This design comes from an exercise in tuning for small area and a short achievable clock period on the open sky130 flow, not from production work. Where RTL was checked, it was by simulation tests only, not by an equivalence proof against the original. Power is estimated from default activity; no workload was simulated.

## layer_code
module layer_code #(
  parameter int ADDR_WIDTH = 6,
  parameter int UNIT_CLKS  = 2
) (
  input  logic                  clk_in,
  input  logic                  rst_n_in,
  input  logic                  wr_en_in,
  input  logic                  wr_done_in,
  input  logic [ADDR_WIDTH-1:0] wr_addr_in,
  input  logic [7:0]            wr_data_in,
  input  logic [3:0]            wr_byte_en_in,
  input  logic [7:0]            t0h_cnt_in,
  input  logic [7:0]            t0l_cnt_in,
  input  logic [7:0]            t1h_cnt_in,
  input  logic [7:0]            t1l_cnt_in,
  output logic                  ws281x_code_out
);
==> module layer_code, before the edit <==
module layer_code #(
  parameter int ADDR_WIDTH = 6,
  parameter int UNIT_CLKS  = 2
) (
  input  logic                  clk_in,
  input  logic                  rst_n_in,
  input  logic                  wr_en_in,
  input  logic                  wr_done_in,
  input  logic [ADDR_WIDTH-1:0] wr_addr_in,
  input  logic [7:0]            wr_data_in,
  input  logic [3:0]            wr_byte_en_in,
  input  logic [7:0]            t0h_cnt_in,
  input  logic [7:0]            t0l_cnt_in,
  input  logic [7:0]            t1h_cnt_in,
  input  logic [7:0]            t1l_cnt_in,
  output logic                  ws281x_code_out
);
  localparam int DEPTH = 1 << ADDR_WIDTH;
  localparam int BITS  = 24;
  localparam int LANES = BITS / 8;
  typedef enum logic [1:0] {IDLE, WAIT2, WAIT1, PHASE} state_e;
  logic [ADDR_WIDTH-1:0] ptr_q, wpos;
  logic [7:0]            grp_q;
  logic [7:0]            wsel_q [LANES];
  logic [7:0]            wd_q;
  logic [LANES-1:0]      hit0_q, hit_q;    
  logic                  acq0_q, acq_q;    
  logic [ADDR_WIDTH-1:0] at0;              
  logic [ADDR_WIDTH-1:0] nidx_q;
  assign wpos = wr_addr_in + ptr_q;
  assign at0  = ~ptr_q - ADDR_WIDTH'(1);
  always_ff @(posedge clk_in) begin
    ptr_q <= ptr_q - ADDR_WIDTH'(1);
    wd_q  <= wr_data_in;
    for (int k = 0; k < 8; k++) grp_q[k] <= wpos[5:3] == 3'(k);
    for (int i = 0; i < LANES; i++) begin
      for (int k = 0; k < 8; k++)
        wsel_q[i][k] <= wr_en_in && wr_byte_en_in[i] && wpos[2:0] == 3'(k);
      hit0_q[i] <= wr_en_in && wr_byte_en_in[i] && wr_addr_in == '0;
      hit_q[i]  <= wr_en_in && wr_byte_en_in[i] && wr_addr_in == nidx_q;
    end
    acq0_q <= at0 == ADDR_WIDTH'(DEPTH - 1);
    acq_q  <= at0 + ADDR_WIDTH'(1) == nidx_q;
  end
  logic [BITS-1:0] ring_q [DEPTH];
  logic [7:0]      wmask [LANES][8];
  always_comb begin
    for (int i = 0; i < LANES; i++)
      for (int k = 0; k < 8; k++)
        wmask[i][k] = {8{wsel_q[i][k]}} & ((k % 2 == 0) ? ~wd_q : wd_q);
  end
  always_ff @(posedge clk_in) begin
    for (int j = 0; j < DEPTH; j++) begin
      for (int i = 0; i < LANES; i++) begin
        ring_q[j][8*i +: 8] <= ~(({8{grp_q[j / 8]}} & wmask[i][j % 8]) |
                                 ({8{~(grp_q[j / 8] & wsel_q[i][j % 8])}} &
                                  ring_q[(j + 1) % DEPTH][8*i +: 8]));
      end
    end
  end
  logic [BITS-1:0] head0_q, head_q;
  always_ff @(posedge clk_in) begin
    for (int i = 0; i < LANES; i++) begin
      if (hit0_q[i])
        head0_q[8*i +: 8] <= wd_q;
      else if (acq0_q)
        head0_q[8*i +: 8] <= ring_q[0][8*i +: 8];
      if (hit_q[i])
        head_q[8*i +: 8] <= wd_q;
      else if (acq_q)
        head_q[8*i +: 8] <= ring_q[0][8*i +: 8];
    end
  end
  state_e          state_q;
  logic            code_q;
  logic            hi_q;       
  logic            half_q;     
  logic [7:0]      unit_q;     
  logic            ulast_q;    
  logic [4:0]      bit_q;      
  logic [BITS-1:0] shift_q;
  logic [7:0]      t0h_q, t0l_q, t1h_q, t1l_q;
  logic            bitz_q;     
  logic            first_q;    
  logic phase_end, last_end, idle_now;
  logic [BITS-1:0] src;
  assign phase_end = (state_q == PHASE) && half_q && ulast_q;
  assign last_end  = phase_end && !hi_q && bitz_q && first_q;
  assign idle_now  = (state_q == IDLE) || last_end;
  assign src       = first_q ? head0_q : head_q;
  always_ff @(posedge clk_in) begin
    if (idle_now) begin
      t0h_q <= t0h_cnt_in;
      t0l_q <= t0l_cnt_in;
      t1h_q <= t1h_cnt_in;
      t1l_q <= t1l_cnt_in;
    end
    half_q  <= !half_q;
    ulast_q <= unit_q[7:1] == '0;
    if (rst_n_in) begin
      state_q <= IDLE;
      code_q  <= 1'b0;
    end else begin
      case (state_q)
        IDLE: begin
          if (wr_done_in) begin
            state_q <= WAIT2;
            nidx_q  <= '0;
            first_q <= 1'b1;
          end
        end
        WAIT2: state_q <= WAIT1;
        WAIT1: begin
          state_q <= PHASE;
          code_q  <= 1'b1;
          hi_q    <= 1'b1;
          half_q  <= 1'b0;
          shift_q <= src;
          bit_q   <= 5'(BITS - 1);
          bitz_q  <= 1'b0;
          unit_q  <= src[BITS-1] ? t1h_q : t0h_q;
          nidx_q  <= nidx_q + ADDR_WIDTH'(1);
          first_q <= nidx_q == ADDR_WIDTH'(DEPTH - 1);
        end
        PHASE: begin
          if (half_q) begin
            if (!ulast_q) begin
              unit_q <= unit_q - 8'd1;
            end else if (hi_q) begin
              code_q <= 1'b0;
              hi_q   <= 1'b0;
              unit_q <= shift_q[BITS-1] ? t1l_q : t0l_q;
            end else if (bit_q != '0) begin
              code_q  <= 1'b1;
              hi_q    <= 1'b1;
              shift_q <= shift_q << 1;
              bit_q   <= bit_q - 5'd1;
              bitz_q  <= bit_q == 5'd1;
              unit_q  <= shift_q[BITS-2] ? t1h_q : t0h_q;
            end else if (!first_q) begin
              state_q <= WAIT1;
            end else if (wr_done_in) begin
              state_q <= WAIT2;
            end else begin
              state_q <= IDLE;
            end
          end
        end
        default: state_q <= IDLE;
      endcase
    end
  end
  assign ws281x_code_out = code_q;
endmodule
Settings: LEC_CHECK=0, ABC_AREA=1, CAP_MARGIN=20, CORE_MARGIN=2, CORE_UTILIZATION=60, CTS_CLUSTER_DIAMETER=100, CTS_CLUSTER_SIZE=30, SETUP_SLACK_MARGIN=2.1, SLEW_MARGIN=20; clock period 4.0 ns.
run.sh (not shown) runs the stock make flow with config.mk's settings and CLKGATE_MAP_FILE= SYNTH_SCRIPT=/design/flow/synth_recipe.tcl, a recipe that flattens the netlist after the stock synthesis.
==> next run, changes <==
--- a/flow/design.v
+++ b/flow/design.v
@@ -19,54 +19,61 @@
   localparam int DEPTH = 1 << ADDR_WIDTH;
   localparam int BITS  = 24;
   localparam int LANES = BITS / 8;
   typedef enum logic [1:0] {IDLE, WAIT2, WAIT1, PHASE} state_e;
-  logic [ADDR_WIDTH-1:0] ptr_q, wpos;
-  logic [7:0]            grp_q;
-  logic [7:0]            wsel_q [LANES];
+  localparam int RING = DEPTH - 1;
+  logic [ADDR_WIDTH-1:0] nxt0_q;
+  logic [ADDR_WIDTH:0]   wsum;
+  logic [ADDR_WIDTH-1:0] wpos;
+  logic [ADDR_WIDTH-1:0] wp_q;
+  logic [LANES-1:0]      wbe_q;            
+  logic [7:0]            grp;
+  logic [7:0]            wsel [LANES];
   logic [7:0]            wd_q;
   logic [LANES-1:0]      hit0_q, hit_q;    
-  logic                  acq0_q, acq_q;    
-  logic [ADDR_WIDTH-1:0] at0;              
+  logic                  acq_q;            
   logic [ADDR_WIDTH-1:0] nidx_q;
-  assign wpos = wr_addr_in + ptr_q;
-  assign at0  = ~ptr_q - ADDR_WIDTH'(1);
+  assign wsum = {1'b0, wr_addr_in} + {1'b0, ~nxt0_q};
+  assign wpos = wsum[ADDR_WIDTH] ? wsum[ADDR_WIDTH-1:0] : wsum[ADDR_WIDTH-1:0] - ADDR_WIDTH'(1);
+  always_comb begin
+    for (int k = 0; k < 8; k++) grp[k] = wp_q[5:3] == 3'(k);
+    for (int i = 0; i < LANES; i++)
+      for (int k = 0; k < 8; k++)
+        wsel[i][k] = wbe_q[i] && wp_q[2:0] == 3'(k);
+  end
   always_ff @(posedge clk_in) begin
-    ptr_q <= ptr_q - ADDR_WIDTH'(1);
-    wd_q  <= wr_data_in;
-    for (int k = 0; k < 8; k++) grp_q[k] <= wpos[5:3] == 3'(k);
+    nxt0_q <= (nxt0_q == ADDR_WIDTH'(RING)) ? ADDR_WIDTH'(1) : nxt0_q + ADDR_WIDTH'(1);
+    wd_q   <= wr_data_in;
+    wp_q   <= wpos;
     for (int i = 0; i < LANES; i++) begin
-      for (int k = 0; k < 8; k++)
-        wsel_q[i][k] <= wr_en_in && wr_byte_en_in[i] && wpos[2:0] == 3'(k);
+      wbe_q[i]  <= wr_en_in && wr_byte_en_in[i] && wr_addr_in != '0;
       hit0_q[i] <= wr_en_in && wr_byte_en_in[i] && wr_addr_in == '0;
       hit_q[i]  <= wr_en_in && wr_byte_en_in[i] && wr_addr_in == nidx_q;
     end
-    acq0_q <= at0 == ADDR_WIDTH'(DEPTH - 1);
-    acq_q  <= at0 + ADDR_WIDTH'(1) == nidx_q;
+    acq_q <= nxt0_q == nidx_q;
   end
-  logic [BITS-1:0] ring_q [DEPTH];
+  logic [BITS-1:0] ring_q [RING];
   logic [7:0]      wmask [LANES][8];
   always_comb begin
     for (int i = 0; i < LANES; i++)
       for (int k = 0; k < 8; k++)
-        wmask[i][k] = {8{wsel_q[i][k]}} & ((k % 2 == 0) ? ~wd_q : wd_q);
+        wmask[i][k] = {8{wsel[i][k]}} & ((k % 2 == 0) ? ~wd_q : wd_q);
   end
   always_ff @(posedge clk_in) begin
-    for (int j = 0; j < DEPTH; j++) begin
+    for (int j = 0; j < RING; j++) begin
       for (int i = 0; i < LANES; i++) begin
-        ring_q[j][8*i +: 8] <= ~(({8{grp_q[j / 8]}} & wmask[i][j % 8]) |
-                                 ({8{~(grp_q[j / 8] & wsel_q[i][j % 8])}} &
-                                  ring_q[(j + 1) % DEPTH][8*i +: 8]));
+        ring_q[j][8*i +: 8] <= ~(({8{grp[j / 8]}} & wmask[i][j % 8]) |
+                                 ({8{~(grp[j / 8] & wsel[i][j % 8])}} &
+                                  ((j == RING - 1) ? ~ring_q[0][8*i +: 8]
+                                                   : ring_q[j + 1][8*i +: 8])));
       end
     end
   end
-  logic [BITS-1:0] head0_q, head_q;
+  logic [BITS-1:0] word0_q, head_q;
   always_ff @(posedge clk_in) begin
     for (int i = 0; i < LANES; i++) begin
       if (hit0_q[i])
-        head0_q[8*i +: 8] <= wd_q;
-      else if (acq0_q)
-        head0_q[8*i +: 8] <= ring_q[0][8*i +: 8];
+        word0_q[8*i +: 8] <= wd_q;
       if (hit_q[i])
         head_q[8*i +: 8] <= wd_q;
       else if (acq_q)
         head_q[8*i +: 8] <= ring_q[0][8*i +: 8];
@@ -87,9 +94,9 @@
   logic [BITS-1:0] src;
   assign phase_end = (state_q == PHASE) && half_q && ulast_q;
   assign last_end  = phase_end && !hi_q && bitz_q && first_q;
   assign idle_now  = (state_q == IDLE) || last_end;
-  assign src       = first_q ? head0_q : head_q;
+  assign src       = first_q ? word0_q : head_q;
   always_ff @(posedge clk_in) begin
     if (idle_now) begin
       t0h_q <= t0h_cnt_in;
       t0l_q <= t0l_cnt_in;
Result: The new run went through all stages and came out clean; sequential power came out lower slightly; hold slack got worse by 3.8 ps; cell area is higher by a few percent; worst setup slack improved by 7.6 ps; non-clock buffer count grows by 212; power went down slightly.
Only the layout flow was run in the second run of this note; the RTL was not checked for function there.

==> static timing again, ports no longer ideal <==
The results above use ideal ports. As a check the final layouts listed here were re-extracted and re-timed, cells and wires unchanged.
Step 1 (the two cells are an assumption about what drives the block):
set clk [get_ports {clk_in}]
set_driving_cell -lib_cell sky130_fd_sc_hd__clkbuf_16 $clk
set_driving_cell -lib_cell sky130_fd_sc_hd__buf_2 [delete_from_list [all_inputs] $clk]
Step 2 moves the port delays by t, midway between the first and last clock arrival at a register: inputs arrive t later, outputs are due t later. That takes back most of the time a late clock gives input paths.
Slacks: ideal ports / drivers / drivers and shift; pairs: ideal ports / drivers.
run	t, ns	setup WS [ns]	hold slack, ns
the first run	0.742	2.006 / 2.006 / 1.449	0.411 / 0.411 / 0.411
the second run	0.772	2.014 / 1.994 / 1.514	0.407 / 0.407 / 0.407
After both steps every run listed still meets setup and hold. The setup slack of the first run, which loses most, moves by 0.000 ns with the drivers and by -0.557 ns with both steps.
